What follows belongs to an exercise in optimizing a design on an open flow for small area, a short achievable clock period and few clock cycles per item; a production flow would make more cautious choices. No run shown here included a check of the RTL's function; only the layout flow was run.

**design/flow/design.v**
```verilog
package octne_pkg;
    localparam int QBITS     = 15;
    localparam int HALF_BITS = 16;
    localparam int LW        = 17;
endpackage
module octne_div_step (
    input  logic [octne_pkg::LW-1:0]     i_den,
    input  logic [octne_pkg::LW-1:0]     i_rem_u,
    input  logic [octne_pkg::QBITS-1:0]  i_low_u,
    input  logic [octne_pkg::LW-1:0]     i_rem_v,
    input  logic [octne_pkg::QBITS-1:0]  i_low_v,
    output logic [octne_pkg::LW-1:0]     o_rem_u,
    output logic [octne_pkg::QBITS-1:0]  o_low_u,
    output logic [octne_pkg::LW-1:0]     o_rem_v,
    output logic [octne_pkg::QBITS-1:0]  o_low_v
);
    localparam int LW = octne_pkg::LW;
    localparam int QB = octne_pkg::QBITS;
    logic [LW:0] w_t_u, w_t_v, w_d_u, w_d_v;
    always_comb begin
        w_t_u = {i_rem_u, i_low_u[QB-1]};
        w_t_v = {i_rem_v, i_low_v[QB-1]};
        w_d_u = w_t_u - {1'b0, i_den};
        w_d_v = w_t_v - {1'b0, i_den};
        o_rem_u = w_d_u[LW] ? w_t_u[LW-1:0] : w_d_u[LW-1:0];
        o_rem_v = w_d_v[LW] ? w_t_v[LW-1:0] : w_d_v[LW-1:0];
        o_low_u = {i_low_u[QB-2:0], ~w_d_u[LW]};
        o_low_v = {i_low_v[QB-2:0], ~w_d_v[LW]};
    end
endmodule
module octahedral_normal_encoder_unit #(
    parameter int COMP_WIDTH = 16
) (
    input  logic                         i_clk,
    input  logic                         i_rst_n,
    input  logic                         i_valid,
    output logic                         o_stall,
    input  logic signed [COMP_WIDTH-1:0] i_comp_x,
    input  logic signed [COMP_WIDTH-1:0] i_comp_y,
    input  logic signed [COMP_WIDTH-1:0] i_comp_z,
    output logic                         o_valid,
    input  logic                         i_stall,
    output logic [31:0]                  o_packed_oct,
    output logic                         o_zero_vector
);
    localparam int LW = octne_pkg::LW;
    localparam int QB = octne_pkg::QBITS;
    localparam logic [QB-1:0] REGMASK = 15'b101_0101_0101_0101;
    localparam bit FE_REG = 1'b1;
    localparam int REC = 3 + LW + 2 * (LW + QB);
    logic w_adv;              
    logic r_hv, r_sv;         
    logic w_push, w_pop;
    logic w_fin_v;            
    assign w_adv   = ~r_sv;
    assign w_push  = w_adv & w_fin_v;
    assign w_pop   = r_hv & ~i_stall;
    assign o_stall = r_sv;
    assign o_valid = r_hv;
    always_ff @(posedge i_clk) begin
        if (!i_rst_n) begin
            r_hv  <= 1'b0;
            r_sv  <= 1'b0;
        end else begin
            r_hv  <= (r_hv & ~w_pop) | r_sv | w_push;
            r_sv  <= r_hv & ~w_pop & (r_sv | w_push);
        end
    end
    logic [COMP_WIDTH-1:0] n_ax, n_ay, n_az;
    logic [COMP_WIDTH-1:0] r0_au, r0_av, r0_az;
    logic                  r0_nx, r0_ny, r0_fold, r0_v;
    always_comb begin
        n_ax = i_comp_x[COMP_WIDTH-1] ? (~$unsigned(i_comp_x) + 1'b1) : $unsigned(i_comp_x);
        n_ay = i_comp_y[COMP_WIDTH-1] ? (~$unsigned(i_comp_y) + 1'b1) : $unsigned(i_comp_y);
        n_az = i_comp_z[COMP_WIDTH-1] ? (~$unsigned(i_comp_z) + 1'b1) : $unsigned(i_comp_z);
    end
    always_ff @(posedge i_clk) begin
        if (!i_rst_n) begin
            r0_v <= 1'b0;
        end else if (w_adv) begin
            r0_v <= i_valid;
        end
    end
    always_ff @(posedge i_clk) begin
        if (w_adv) begin
            r0_au   <= i_comp_z[COMP_WIDTH-1] ? n_ay : n_ax;
            r0_av   <= i_comp_z[COMP_WIDTH-1] ? n_ax : n_ay;
            r0_az   <= n_az;
            r0_nx   <= i_comp_x[COMP_WIDTH-1];
            r0_ny   <= i_comp_y[COMP_WIDTH-1];
            r0_fold <= i_comp_z[COMP_WIDTH-1];
        end
    end
    logic [LW-1:0]   n_l1;
    logic [31:0]     n_m_u, n_m_v;
    logic [REC-1:0]  w_fe;
    always_comb begin
        n_l1  = LW'(r0_au) + LW'(r0_av) + LW'(r0_az);
        n_m_u = {r0_au, 15'd0} - 32'(r0_au) + 32'(n_l1[LW-1:1]);
        n_m_v = {r0_av, 15'd0} - 32'(r0_av) + 32'(n_l1[LW-1:1]);
        w_fe  = {r0_nx, r0_ny, r0_fold, n_l1,
                 n_m_u[31:QB], n_m_u[QB-1:0],
                 n_m_v[31:QB], n_m_v[QB-1:0]};
    end
    logic [REC-1:0] w_rec [0:QB];
    logic           w_vld [0:QB];
    generate
        if (FE_REG) begin : g_fe_reg
            logic [REC-1:0] r_rec;
            logic           r_v;
            always_ff @(posedge i_clk) begin
                if (!i_rst_n) begin
                    r_v <= 1'b0;
                end else if (w_adv) begin
                    r_v <= r0_v;
                end
            end
            always_ff @(posedge i_clk) begin
                if (w_adv) begin
                    r_rec <= w_fe;
                end
            end
            assign w_rec[0] = r_rec;
            assign w_vld[0] = r_v;
        end else begin : g_fe_comb
            assign w_rec[0] = w_fe;
            assign w_vld[0] = r0_v;
        end
    endgenerate
    genvar k;
    generate
        for (k = 0; k < QB; k++) begin : g_div
            logic [REC-1:0] n_rec;
            octne_div_step u_step (
                .i_den   (w_rec[k][2*(LW+QB) +: LW]),
                .i_rem_u (w_rec[k][LW+2*QB +: LW]),
                .i_low_u (w_rec[k][LW+QB +: QB]),
                .i_rem_v (w_rec[k][QB +: LW]),
                .i_low_v (w_rec[k][0 +: QB]),
                .o_rem_u (n_rec[LW+2*QB +: LW]),
                .o_low_u (n_rec[LW+QB +: QB]),
                .o_rem_v (n_rec[QB +: LW]),
                .o_low_v (n_rec[0 +: QB])
            );
            assign n_rec[REC-1:2*(LW+QB)] = w_rec[k][REC-1:2*(LW+QB)];
            if (REGMASK[k]) begin : g_reg
                logic [REC-1:0] r_rec;
                logic           r_v;
                always_ff @(posedge i_clk) begin
                    if (!i_rst_n) begin
                        r_v <= 1'b0;
                    end else if (w_adv) begin
                        r_v <= w_vld[k];
                    end
                end
                always_ff @(posedge i_clk) begin
                    if (w_adv) begin
                        r_rec <= n_rec;
                    end
                end
                assign w_rec[k+1] = r_rec;
                assign w_vld[k+1] = r_v;
            end else begin : g_comb
                assign w_rec[k+1] = n_rec;
                assign w_vld[k+1] = w_vld[k];
            end
        end
    endgenerate
    logic [REC-1:0] w_last;
    logic [LW-1:0]  w_den, w_rem_u, w_rem_v;
    logic [QB-1:0]  w_q_u, w_q_v;
    logic           w_nx, w_ny, w_fold, w_zero, w_tie_u, w_tie_v;
    logic [15:0]    w_m_u, w_m_v, n_u, n_v;
    logic           w_c_u, w_c_v;
    logic [32:0]    w_fin;
    always_comb begin
        w_last  = w_rec[QB];
        w_nx    = w_last[REC-1];
        w_ny    = w_last[REC-2];
        w_fold  = w_last[REC-3];
        w_den   = w_last[2*(LW+QB) +: LW];
        w_rem_u = w_last[LW+2*QB +: LW];
        w_q_u   = w_last[LW+QB +: QB];
        w_rem_v = w_last[QB +: LW];
        w_q_v   = w_last[0 +: QB];
        w_zero  = ~(|w_den);
        w_tie_u = ~(|w_rem_u) & ~w_den[0];
        w_tie_v = ~(|w_rem_v) & ~w_den[0];
        w_m_u   = (w_nx & ~w_fold) ? 16'hffff : ((w_fold & ~w_nx) ? 16'h7fff : 16'h0000);
        w_m_v   = (w_ny & ~w_fold) ? 16'hffff : ((w_fold & ~w_ny) ? 16'h7fff : 16'h0000);
        w_c_u   = w_fold ? (w_tie_u ^ w_nx) : w_nx;
        w_c_v   = w_fold ? (w_tie_v ^ w_ny) : w_ny;
        n_u     = (({1'b0, w_q_u} ^ w_m_u) + 16'(w_c_u)) ^ {w_fold & w_nx, 15'd0};
        n_v     = (({1'b0, w_q_v} ^ w_m_v) + 16'(w_c_v)) ^ {w_fold & w_ny, 15'd0};
        w_fin   = {w_zero, w_zero ? 32'd0 : {n_v, n_u}};
    end
    assign w_fin_v = w_vld[QB];
    logic [32:0] r_skid, r_out;
    always_ff @(posedge i_clk) begin
        if (w_adv) begin
            r_skid <= w_fin;
        end
        if (~r_hv | w_pop) begin
            r_out <= r_sv ? r_skid : w_fin;
        end
    end
    assign o_packed_oct  = r_out[31:0];
    assign o_zero_vector = r_out[32];
endmodule
```
**design/flow/run.sh**
```bash
#!/bin/bash
# synth_recipe.tcl (not shown) runs the flow's synth.tcl, then flattens the netlist and writes it again
# the make line also repeats each setting of config.mk as NAME=value (left out here)
make -C /OpenROAD-flow-scripts/flow DESIGN_CONFIG=/design/flow/config.mk WORK_HOME=/design/flow/orfs CLKGATE_MAP_FILE= SYNTH_SCRIPT=/design/flow/synth_recipe.tcl finish
```
**design/flow/config.mk**
```make
export PLATFORM = sky130hd
export DESIGN_NAME = octahedral_normal_encoder_unit
export DESIGN_NICKNAME = octahedral_normal_encoder_unit
export VERILOG_FILES = /design/flow/design.v
export SDC_FILE = /design/flow/constraint.sdc
export NUM_CORES = 4
export LEC_CHECK = 0
export ABC_CLOCK_PERIOD_IN_PS = 2500
export CAP_MARGIN = 20
export CORE_MARGIN = 2
export CORE_UTILIZATION = 40
export SETUP_SLACK_MARGIN = 2.0
export SLEW_MARGIN = 20
```
**design/flow/constraint.sdc**
```tcl
create_clock -name core_clock -period 5.0 [get_ports {i_clk}]
set_input_delay 1.0000 -clock core_clock [delete_from_list [all_inputs] [get_ports {i_clk}]]
set_output_delay 1.0000 -clock core_clock [all_outputs]
set_load 0.01 [all_outputs]
```
==> results.yml, run 1 <==
status:
  status: "finished with violations"
  violations: "setup timing"
timing:
  hold_viol: 0
  max_freq_ghz: 0.178
  finClkSkew_ps: 68.9
  worst_pin_slew_ps: 1040
  grt_setup_unrepaired: "true"
  final-setup-viol-count: 265
  finalWorstSetupSlack_ps: -623
  timing.slew.headroom: 0.306
  fin_crit_ps: 5620
  final.setup.tns_ps: -84430
  maxSlewViolCount: 0
  fin_hold_ws_ps: 383
  fin_crit_sh: 1.12
cells_and_area:
  fin_cells: 10200
  n_fill_cell: 12700
  synthToLayoutAreaGrowth_pct: 46.1
  register_area_mm2: 0.0261
  final_nets: 8744
  multi_input_area_mm2: 0.0415
  drive_gt1_frac: 0.396
  antenna_cells: 0
synthesis:
  syn_avg_cell_area_um2: 10.4
  yosysMostFrequentCell: "edfxtp_1"
  synth_commonest_cells: "edfxtp_1, ha_1, nand2_1"
  synth_ff_type: "edfxtp_1"
  synth_nets: 6779
  yosys.cell_types.count: 100
  synthesis.yosys.warnings: 6
  yosysSeqAreaShare: 0.414
  syn_area_mm2: 0.0632
  synthTopCellsByArea: "edfxtp_1, ha_1, xnor2_1"
  synth-edff-count: 840
  netlist_instances: 6050
  ys_seq_elements: 885
  async_reset_ff_frac: 0
  yosysTopAreaCell: "edfxtp_1"
  synth_top_cell_area_share: 0.399
setup_path:
  cp.arrival_ps: 6140
  crit_path_end_kind: "flip-flop"
  crit_start: "r0_az[1]"
  path_max_fanout: 4
  r2r_slack_ps: -620
  worst_r2r_path_depth: 27
  r2r-end: "g_fe_reg.r_rec[30]"
  slowest_stage: "fa_1"
  crit_end: "g_fe_reg.r_rec[30]"
  max_stage_delay_ps: 550
  reg2reg_from: "r0_az[1]"
  required_ps: 5520
  cpMostUsedCell: "o21ai_2"
  worstSetupPathType: "flip-flop to flip-flop"
  cp-start-kind: "flip-flop"
place:
  place.port_buffers: 86
  gp_congestion: 0.907
  dp.cells: 9609
  hpwl_um: 145000
global_route:
  grt_pass1_wl_um: 296000
  antenna_found_initial: 5
  grt_max_degree: 173
  grt_usage: 0.232
  overflow: 0
  grt_pass1_vias: 54300
worst_hold_path:
  min_path_type: "flip-flop to flip-flop"
clock_tree:
  hold_buffers: 0
  cts_tree: "yes"
  cts_root_buf: "clkbuf_16"
  path_clk_slew_ps: 70
  clock_path_buffers: 3
  cts_made_buffers: 99
  cts.sinks: 885
  worstSkewPairLatency_ps: 770
  htree_levels: 3
floorplan:
  coreArea_mm2: 0.157
  num_io_pins: 87
  die_area_mm2: 0.161
  start_util: 0.403
  die_height_um: 401
  rows: 145
  die_w_um: 401
route:
  ant_nets: 0
  wl_per_cell_um: 19.0
  initialDrtViolationCount: 3088
  dr.pass1.iters: 5
  vias: 53900
  detail_route.vias_per_cell: 5.31
  wirelength_um: 193000
  drc: 0
flow_run:
  cap_violations: 0
## timing repair
action                                  in CTS  in global routing
gates cloned                                28                  0
setup buffers                              217                117
pin swaps                                  261                277
gates resized for setup                    716                565
endpoints found under the setup margin     397                406
## through the flow
stage	cell area (um^2)	util	setup slack [ps]
floorplan	65300	-	-8390
global placement	79600	0.508	-687
detailed placement	79600	0.508	-763
CTS	88600	0.566	-629
global route	92300	0.589	-872
finish	92300	0.589	-623
## logic make-up (layout without fill, tap and decap cells)
group                    after synthesis  in the layout  share of synthesized area
XOR/XNOR                             566            566                     0.0804
buffers and inverters                558           2605                     0.0339
adder cells (fa/ha/maj)              677            677                      0.140
flip-flops                           885            885                      0.414
multiplexers                         300            300                     0.0515
AND/OR/NAND/NOR                     1458           1463                      0.109
AO/OA/AOI/OAI                       1606           1606                      0.171
## state kept, by name (all words and copies together), names as in the netlist
signal / count
r0_au: 16
r_out: 33
r0_fold: 1
r0_ny: 1
g_div.g_reg.r_v: 8
r0_v: 1
r_sv: 1
r0_az: 16
r_skid: 33
r0_av: 16
g_div.g_reg.r_rec: 672
g_fe_reg.r_v: 1
g_fe_reg.r_rec: 84
r0_nx: 1
r_hv: 1
## final cells by class
class | count | area share
clock buffers | 124 | 0.0291
clock inverters | 64 | 0.00933
inverters | 454 | 0.0191
multi-input cells | 4612 | 0.450
flip-flops and latches | 885 | 0.283
well taps | 2058 | 0.0279
repair buffers | 1962 | 0.181
repair inverters | 1 | 0.000122
## how the worst min path moves through the flow
stage	depth (start not counted)	slack, ps	to	from
after detailed placement	0	400	g_div[0].g_reg.r_rec[1]	g_fe_reg.r_rec[0]
after CTS	0	380	g_div[8].g_reg.r_rec[4]	g_div[6].g_reg.r_rec[2]
after global placement	0	400	g_div[2].g_reg.r_rec[81]	g_div[0].g_reg.r_rec[81]
final	0	380	g_div[8].g_reg.r_rec[4]	g_div[6].g_reg.r_rec[2]
after floorplan	0	400	g_div[0].g_reg.r_rec[10]	g_fe_reg.r_rec[9]
after global routing	0	370	g_div[8].g_reg.r_rec[4]	g_div[6].g_reg.r_rec[2]
## metal layers
layer  routed length (um)  GRT usage  vias to the layer above
met2                97800      0.419                      932
met1                82300      0.288                    26100
li1                     -          -                    26600
met4                 6650     0.0750                        2
met3                 6660     0.0257                      317
met5                   12          0                        -
## placed cells by master, fill, tap and decap left out, types with 41 or more instances in the layout
cell             synthesis  layout
a21o_1                 147     146
a21oi_1                380     302
a21oi_2                  0      65
a31oi_1                 52      41
buf_12                   0      47
buf_4                    2    1616
buf_6                    1     172
clkbuf_16                0     102
clkdlybuf4s50_1          0      86
dfxtp_1                 45      44
edfxtp_1               840     840
fa_1                    49      45
ha_1                   628     501
ha_4                     0     113
inv_1                  448     414
mux2_2                 159      91
mux2_4                   0      77
mux2i_1                128     118
nand2_1                455     319
nand2_2                  1      79
nand2_4                  0      57
nand2b_1                84      78
nand3_1                105      88
nor2_1                 351     310
nor2b_1                 86      57
nor3_1                 132     117
o211ai_1                41      41
o21a_1                 107     105
o21ai_0                336     205
o21ai_2                  1      89
o221ai_2                 0      70
or3_1                   49      43
xnor2_1                346     312
xor2_1                 207     198
## critical path, delay by kind of cell, from the launching register on
kind,cells,cell delay (ps)
AOI/OAI and AO/OA,12,2190
and+or+nand+nor,4,490
adders and majority gates,5,1540
xor gates and xnor gates,2,350
DFF,1,400
buffers and inverters,4,430
==> run 2: changes to the inputs <==
--- a/design/flow/design.v
+++ b/design/flow/design.v
@@ -47,3 +47,3 @@
     localparam int QB = octne_pkg::QBITS;
-    localparam logic [QB-1:0] REGMASK = 15'b101_0101_0101_0101;
+    localparam logic [QB-1:0] REGMASK = 15'b111_1111_1111_1111;
     localparam bit FE_REG = 1'b1;
--- a/design/flow/config.mk
+++ b/design/flow/config.mk
@@ -7,3 +7,3 @@
 export LEC_CHECK = 0
-export ABC_CLOCK_PERIOD_IN_PS = 2500
+export ABC_CLOCK_PERIOD_IN_PS = 1600
 export CAP_MARGIN = 20
@@ -11,3 +11,3 @@
 export CORE_UTILIZATION = 40
-export SETUP_SLACK_MARGIN = 2.0
+export SETUP_SLACK_MARGIN = 3.2
 export SLEW_MARGIN = 20
==> results.yml, run 2 <==
synthesis:
  ys_seq_elements: 1480
  synthesis.yosys.warnings: 6
  synth-edff-count: 1428
  synth_nets: 7278
  async_reset_ff_frac: 0
  synthTopCellsByArea: "edfxtp_1, ha_1, mux2_2"
  yosysMostFrequentCell: "edfxtp_1"
  yosys.cell_types.count: 92
  syn_area_mm2: 0.0812
  yosysTopAreaCell: "edfxtp_1"
  yosysSeqAreaShare: 0.541
  synth_commonest_cells: "edfxtp_1, ha_1, inv_1"
  synth_ff_type: "edfxtp_1"
  syn_avg_cell_area_um2: 12.4
  synth_top_cell_area_share: 0.528
  netlist_instances: 6549
setup_path:
  required_ps: 5550
  slowest_stage: "fa_1"
  max_stage_delay_ps: 590
  cp.arrival_ps: 5910
  cp-start-kind: "flip-flop"
  path_max_fanout: 3
  crit_path_end_kind: "flip-flop"
  path_cells: "fa_1 -> ha_1 -> a21o_1 -> a21oi_2 -> o21ai_2 -> a31o_2 -> or4_4 -> a31o_4 -> a21oi_4 -> xnor2_4 -> xor2_1 -> ha_1 -> nand4_1 -> or4_4 -> o21ai_2 -> buf_6 -> nand2_4 -> a31oi_4 -> a31oi_2 -> nor2b_2 -> xnor2_1"
  worstSetupPathType: "flip-flop to flip-flop"
clock_tree:
  path_clk_slew_ps: 60
  htree_levels: 4
  cts_root_buf: "clkbuf_16"
  hold_buffers: 0
  cts_tree: "yes"
  clock_path_buffers: 3
  cts.sinks: 1480
  cts_made_buffers: 169
  worstSkewPairLatency_ps: 830
cells_and_area:
  synthToLayoutAreaGrowth_pct: 20.8
  multi_input_area_mm2: 0.0383
  largest_reg_flops: 1260
  final_common_cell: "edfxtp_1"
  reg.largest.list: "g_div.g_reg.r_rec x1260, g_fe_reg.r_rec x84"
  register_area_mm2: 0.0439
  drive_gt1_frac: 0.210
  n_fill_cell: 17600
  layout_common_cells: "edfxtp_1, ha_1, inv_1"
  final_nets: 7891
  top_register: "g_div.g_reg.r_rec"
global_route:
  grt_pass1_vias: 53500
  grt_pass1_wl_um: 315000
  grt_usage: 0.201
  grt_max_degree: 167
  antenna_found_initial: 2
  overflow: 0
route:
  initialDrtViolationCount: 2930
  wirelength_um: 213000
  drc: 0
  wl_per_cell_um: 21.4
  ant_nets: 0
  vias: 52100
  dr.pass1.iters: 6
  detail_route.vias_per_cell: 5.23
floorplan:
  die_height_um: 455
  die_w_um: 455
  die_area_mm2: 0.207
  start_util: 0.402
  num_io_pins: 87
  coreArea_mm2: 0.202
  rows: 165
timing:
  fin_hold_ws_ps: 364
  fin_crit_ps: 5360
  maxSlewViolCount: 0
  grt_setup_unrepaired: "true"
  finalWorstSetupSlack_ps: -363
  timing.slew.headroom: 0.292
  max_freq_ghz: 0.186
  fin_crit_sh: 1.07
  final-setup-viol-count: 23
  hold_viol: 0
  finClkSkew_ps: 69.4
  worst_pin_slew_ps: 1060
flow_run:
  cap_violations: 0
status:
  violations: "setup timing"
  status: "finished with violations"
place:
  hpwl_um: 162000
  gp_congestion: 0.978
  pre_cts_ws_ps: -963
  place.port_buffers: 86
worst_hold_path:
  min_path_type: "flip-flop to flip-flop"
run 2: cell count changes after synthesis, moves of 29 or more:
cell,previous run,this run
nor2_1,351,386
nand2_1,455,258
o221ai_1,82,3
edfxtp_1,840,1428
o31ai_1,54,21
a21oi_1,380,432
mux2_2,159,345
inv_1,448,493
nor2b_1,86,135
xnor2_1,346,375
run 2: layout make-up:
class                      instances  area share
antenna                            2   0.0000510
clock inverter                   114      0.0132
sequential                      1480       0.448
timing repair inverter             1    0.000166
tap                             2672      0.0341
timing repair buffer             517      0.0496
inverter                         505      0.0202
clock buffer                     198      0.0449
multi-input combinational       4488       0.390
run 2: stage by stage:
step	utilization	cells	TNS, ps	instance area, um^2
after floorplan	-	6549	-	81300
after global placement	0.432	9484	-20060	87200
after detailed placement	0.432	9484	-22490	87200
after CTS	0.471	9873	-3840	95200
after global routing	0.486	9976	-9300	98200
final	0.486	9977	-3710	98200
run 2: critical path: cells and delay by family, from the launching register on:
kind | cells | cell delay (ps)
fa+ha+maj | 3 | 1180
simple gates | 5 | 1360
compound gates | 9 | 1550
xor+xnor | 3 | 430
flops | 1 | 420
buf+inv | 1 | 140
run 2: cell families after synthesis:
family,share of synthesized area
AO/OA/AOI/OAI,0.115
XOR/XNOR,0.0614
adder cells (fa/ha/maj),0.109
buffers and inverters,0.0276
flip-flops,0.541
multiplexers,0.0696
AND/OR/NAND/NOR,0.0773
run 2: worst paths after layout:
kind	slack, ps	depth (start not counted)	to	startpoint
min reg2reg	360	0	g_div[6].g_reg.r_rec[46]	g_div[5].g_reg.r_rec[45]
max reg2reg	-360	21	g_fe_reg.r_rec[26]	r0_au[2]
min	360	0	g_div[6].g_reg.r_rec[46]	g_div[5].g_reg.r_rec[45]
max	-360	21	g_fe_reg.r_rec[26]	r0_au[2]
run 2: layer usage:
layer | wire length [um] | GRT usage | vias to the layer above
met5 | 0 | 0 | -
met4 | 11900 | 0.0988 | 0
met3 | 5560 | 0.0269 | 399
met2 | 118000 | 0.394 | 739
met1 | 78200 | 0.206 | 25400
li1 | - | - | 25600
run 2: repair_timing:
action | 4_1_cts | 5_1_grt
gates resized for setup | 336 | 463
pin swaps | 149 | 130
setup endpoints to repair | 2154 | 2161
buffers inserted | 74 | 94
gates cloned | 3 | 7

==> re-timing with driven ports <==
In the flow no input, the clock included, has a driving cell. The finished layouts below were timed again as built, in two steps.
Step 1: set_driving_cell puts a clkbuf_16 on i_clk and a buf_2 on each other input, an assumption about the parent block.
Step 2 adds t to the input delays and takes it off the output delays; t is the mean of the earliest and latest rising clock arrival at the registers after step 1. Input paths then give back, and output paths get back, about the clock's delay inside the block.
Slacks: ideal ports / drivers / drivers and shift; pairs: ideal ports / drivers.
run	shift t [ns]	setup slack, ns	worst setup path at the end	clock arrival spread, ns
run 1	0.809	-0.623 / -0.623 / -0.623	register to register	0.087 / 0.086
run 2	0.879	-0.363 / -0.363 / -0.363	register to register	0.074 / 0.073
